Context: an optimization exercise on an open-source flow, tuned for small area. The choices shown serve that exercise and are no tape-out recipe.
Power figures rest on the tool's default switching activity, not on a simulated workload.

## try-violet
==> flow/design.v <==
`default_nettype none
package motor_io_pkg;
	typedef enum logic [8-1:0] {
		count_0     = 8'h00,  
		count_1     = 8'h04,
		count_2     = 8'h08,
		count_3     = 8'h0C,
		duty_0      = 8'h10,  
		duty_1      = 8'h14,
		duty_2      = 8'h18,
		duty_3      = 8'h1C,
		count_clear = 8'h20   
	} reg_addr_e;
	typedef enum logic [1:0] {step_none, step_up, step_down, step_invalid} quad_step_e;
endpackage
`default_nettype wire
`default_nettype none
module apb_reg_file (
	input  logic                      clk_50,
	input  logic                      reset,
	input  logic                      psel,
	input  logic                      penable,
	input  logic                      pwrite,
	input  logic [8-1:0]  paddr,
	input  logic [32-1:0]  pwdata,
	output logic [32-1:0]  prdata,
	output logic                      pready,
	output logic                      pslverr,
	input  logic [4*32-1:0] enc_counts,
	output logic [4*11-1:0]   pwm_duties,
	output logic [4-1:0] count_clear
);
	logic       access;   
	logic       aligned;  
	logic       in_cnt;   
	logic       in_duty;  
	logic       in_clr;   
	logic [3:0] word;     
	assign access  = psel & penable;
	assign aligned = (paddr[1:0] == 2'b00);
	assign in_cnt  = aligned & (paddr[7:4] == 4'h0);
	assign in_duty = aligned & (paddr[7:4] == 4'h1);
	assign in_clr  = (paddr == 8'h20);
	for (genvar i = 0; i < 4; i++) begin : gen_word
		assign word[i] = (paddr[3:2] == 2'(i));
	end
	logic rd, wr;
	assign rd = access & ~pwrite;
	assign wr = access & pwrite;
	assign pready  = access;
	assign pslverr = access & ~((in_cnt & ~pwrite) | in_duty | in_clr);
	logic [3:0] sel_cnt, sel_duty;
	for (genvar i = 0; i < 4; i++) begin : gen_sel
		assign sel_cnt[i]  = rd & in_cnt & word[i];
		assign sel_duty[i] = rd & in_duty & word[i];
	end
	always_comb begin
		prdata = '0;
		for (int i = 0; i < 4; i++) begin
			prdata = prdata | ({32{sel_cnt[i]}} & enc_counts[i*32 +: 32]);
			prdata[11-1:0] = prdata[11-1:0]
				| ({11{sel_duty[i]}} & pwm_duties[i*11 +: 11]);
		end
	end
	logic [11-1:0] wdata;
	assign wdata = pwdata[11-1:0] & {11{~reset}};
	for (genvar i = 0; i < 4; i++) begin : gen_duty
		logic load;
		assign load = reset | (wr & in_duty & word[i]);
		always_ff @(posedge clk_50) begin
			if (load)
				pwm_duties[i*11 +: 11] <= wdata;  
		end
	end
	always_ff @(posedge clk_50) begin
		count_clear <= pwdata[4-1:0] & {4{~reset & wr & in_clr}};  
	end
endmodule
`default_nettype wire
`default_nettype none
module quad_decoder (
	input  logic                      clk_50,
	input  logic                      reset,
	input  logic [1:0]                pins,   
	input  logic                      clear,
	input  logic                      settle,  
	output logic [32-1:0] count
);
	logic [1:0] sync_0;  
	logic [1:0] sync_1;  
	logic [1:0] prev;    
	always_ff @(posedge clk_50) begin
		sync_0 <= pins;
		sync_1 <= sync_0;
		if (reset || settle)
			prev <= '0;
		else
			prev <= sync_1;
	end
	logic step, down, kill;
	assign step = sync_1[0] ^ prev[0] ^ sync_1[1] ^ prev[1];
	assign down = prev[1] ^ sync_1[0];
	assign kill = reset | settle | clear;  
	logic [32:0]   tog;   
	logic [32-1:0] next;
	assign tog[0] = step;
	for (genvar i = 0; i < 32; i++) begin : gen_bit
		assign tog[i+1] = tog[i] & (count[i] ^ down);
		assign next[i]  = ~kill & (count[i] ^ tog[i]);
	end
	always_ff @(posedge clk_50) begin
		count <= next;
	end
endmodule
`default_nettype wire
`default_nettype none
module pwm_bank (
	input  logic                      clk_50,
	input  logic                      reset,
	input  logic [4*11-1:0] pwm_duties,
	output logic [4-1:0] pwm_out
);
	logic [11-1:0] period_cnt;  
	logic                    wrap;        
	logic                    valid;       
	logic [4*11-1:0] active;  
	assign wrap = &period_cnt;
	logic [11:0]   carry;
	logic [11-1:0] cnt_next;
	assign carry[0] = 1'b1;
	for (genvar b = 0; b < 11; b++) begin : gen_cnt
		assign cnt_next[b]  = ~reset & (period_cnt[b] ^ carry[b]);
		assign carry[b+1]   = period_cnt[b] & carry[b];
	end
	always_ff @(posedge clk_50) begin
		period_cnt <= cnt_next;
		valid      <= ~reset & (valid | wrap);
		if (wrap)
			active <= pwm_duties;  
	end
	logic [4-1:0] pwm_next;
	for (genvar i = 0; i < 4; i++) begin : gen_ch
		logic [11:0] lt;
		assign lt[0] = 1'b0;
		for (genvar b = 0; b < 11; b++) begin : gen_lt
			logic nc, a;
			assign nc = ~period_cnt[b];
			assign a  = active[i*11 + b];
			assign lt[b+1] = (nc & a) | (nc & lt[b]) | (a & lt[b]);
		end
		assign pwm_next[i] = ~reset & valid & lt[11];
	end
	always_ff @(posedge clk_50) begin
		pwm_out <= pwm_next;  
	end
endmodule
`default_nettype wire
`default_nettype none
module motor_io_top (
	input  logic                                                clk_50,
	input  logic                                                reset,
	input  logic                                                psel,
	input  logic                                                penable,
	input  logic                                                pwrite,
	input  logic [8-1:0]                            paddr,
	input  logic [32-1:0]                            pwdata,
	output logic [32-1:0]                            prdata,
	output logic                                                pready,
	output logic                                                pslverr,
	input  logic [4-1:0]                           enc_a,
	input  logic [4-1:0]                           enc_b,
	output logic [4-1:0]                           pwm_out
);
	logic [4*32-1:0] enc_counts;   
	logic [4*11-1:0]   pwm_duties;   
	logic [4-1:0] count_clear;  
	apb_reg_file apb_reg_file_inst (
		.clk_50      (clk_50),
		.reset       (reset),
		.psel        (psel),
		.penable     (penable),
		.pwrite      (pwrite),
		.paddr       (paddr),
		.pwdata      (pwdata),
		.prdata      (prdata),
		.pready      (pready),
		.pslverr     (pslverr),
		.enc_counts  (enc_counts),
		.pwm_duties  (pwm_duties),
		.count_clear (count_clear)
	);
	logic reset_d1, reset_d2, settle;
	always_ff @(posedge clk_50) begin
		reset_d1 <= reset;
		reset_d2 <= reset_d1;
	end
	assign settle = reset_d1 | reset_d2;
	for (genvar i = 0; i < 4; i++) begin : gen_enc
		quad_decoder quad_decoder_inst (
			.clk_50 (clk_50),
			.reset  (reset),
			.pins   ({enc_a[i], enc_b[i]}),
			.clear  (count_clear[i]),
			.settle (settle),
			.count  (enc_counts[i*32 +: 32])
		);
	end
	pwm_bank pwm_bank_inst (
		.clk_50     (clk_50),
		.reset      (reset),
		.pwm_duties (pwm_duties),
		.pwm_out    (pwm_out)
	);
endmodule
`default_nettype wire
clock: 10.0 ns
lec_check: 0
cap_margin: 0
core_margin: 2
core_utilization: 40
cts_buf_list: sky130_fd_sc_hd__clkbuf_4
slew_margin: 0
standard.sh (not shown) runs the stock make flow with config.mk's settings and CLKGATE_MAP_FILE= SYNTH_SCRIPT=/design/flow/synth_recipe.tcl, a recipe that flattens the netlist after the stock synthesis.
==> flow/flow/run.sh <==
#!/bin/bash
# Own layout flow: the standard ORFS flow, with three changes that only
# affect how the cells are chosen, not what is built or measured:
#  - synthesis maps the logic with an area-oriented ABC script (flow/abc.script)
#    instead of ORFS's speed script; everything else in synthesis is ORFS's
#    own synth.tcl and the standard flow's wrapper (flatten, rename) unchanged;
#  - port buffers are the smallest buffer, sky130_fd_sc_hd__buf_1;
#  - clock tree synthesis runs without dummy loads, with clkbuf_4 buffers
#    and clusters of at most 10 flip-flops.
# Every tool's output goes to a log file in this folder (and ORFS's own logs
# under orfs/logs).
set -euo pipefail
W=$(pwd)
F=$W/flow

# synthesis script: ORFS's synth.tcl with the abc call pointed at our script
sed 's#log_cmd abc {\*}$abc_args#log_cmd abc -script '"$F"'/abc.script {*}[lrange $abc_args 2 end]#' \
	"$FLOW_HOME/scripts/synth.tcl" > "$W/own_synth.tcl"
grep -q "$F/abc.script" "$W/own_synth.tcl"
sed "s#source \$::env(SCRIPTS_DIR)/synth.tcl#source $W/own_synth.tcl#" "$W/synth_recipe.tcl" > "$W/own_synth_recipe.tcl"
grep -q "own_synth.tcl" "$W/own_synth_recipe.tcl"

# The standard.sh, with the synthesis script swapped
sed "s#SYNTH_SCRIPT=[^ ]*synth_recipe.tcl#SYNTH_SCRIPT=$W/own_synth_recipe.tcl#" "$W/standard.sh" > "$W/own_standard.sh"
grep -q "own_synth_recipe.tcl" "$W/own_standard.sh"

bash "$W/own_standard.sh" \
	"BUFFER_PORTS_ARGS=-buffer_cell sky130_fd_sc_hd__buf_1" \
	"CTS_ARGS=-sink_clustering_enable -repair_clock_nets -dont_use_dummy_load -buf_list sky130_fd_sc_hd__clkbuf_4 -sink_clustering_size 10 -sink_clustering_max_diameter 50" \
	"RECOVER_POWER=100" \
	finish > "$W/flow_make.log" 2>&1
==> flow/flow/abc.script <==
strash
balance
rewrite
refactor
balance
rewrite
rewrite -z
balance
refactor -z
rewrite -z
balance
dch -f
&get -n
&nf -a -R 1000
&put
topo
No crash in try-violet: every stage finished, but the layout fails its final checks due to capacitance limit, slew limit.
diff inputs: try-violet => try-quartz
Settings: swapping 0 for 20 in CAP_MARGIN; swapping 0 for 20 in SLEW_MARGIN.
diff --git a/flow/flow/run.sh b/flow/flow/run.sh
--- a/flow/flow/run.sh
+++ b/flow/flow/run.sh
@@ -30 +29,0 @@
-	"RECOVER_POWER=100" \
## What came out
- ~same power in try-quartz and try-violet
- Any difference in internal power of the cells between try-violet and try-quartz is small enough to ignore.
- In terms of total via count after detailed routing, try-quartz and try-violet differ only marginally.
- As far as global-route track usage on met2 goes, try-quartz and try-violet are indistinguishable; the numbers are identical.
- Compared with try-violet, try-quartz ends up with a larger final cell area.
- Count of buffer and inverter cells on the critical path came out exactly the same in try-quartz and try-violet.
- Cmp try-quartz and try-violet / number of DRC markers after the initial detailed-route iteration / higher: try-quartz
- From try-violet to try-quartz the numbers moved as follows: synthesis-to-finish area growth up 0.59 points; worst setup slack up 1.45 ns.
- Between try-quartz and try-violet, the wire length on met1 does not differ in any meaningful way.
- Multi-input gate share of total cell area across try-quartz and try-violet: no real change.
- try-quartz: all stages complete, timing, DRC and antenna checks passed
No run of this note included a check of the RTL's function; only the layout flow was run.

-- separate check: timing with driven ports --
Ports are ideal in the flow. The routed layouts listed here were re-timed in OpenROAD. Step 1 sets driving cells, clkbuf_16 on the clock port and buf_2 on the other inputs (assumed; they add their load-dependent delay and slew). Step 2 adds t to the input delays and takes it off the output delays; t is the mean of the earliest and latest rising clock arrival at the registers after step 1. Input paths then give back, and output paths get back, about the clock's delay inside the block. Three values: ideal, step 1, step 2; two values: the first two.
| run | shift t [ns] | slack for setup (ns) | hold slack, ns |
|---|---|---|---|
| try-violet | 0.649 | 2.160 / 2.160 / 2.160 | 0.334 / 0.334 / 0.334 |
| try-quartz | 0.650 | 3.609 / 3.609 / 3.609 | 0.334 / 0.334 / 0.334 |
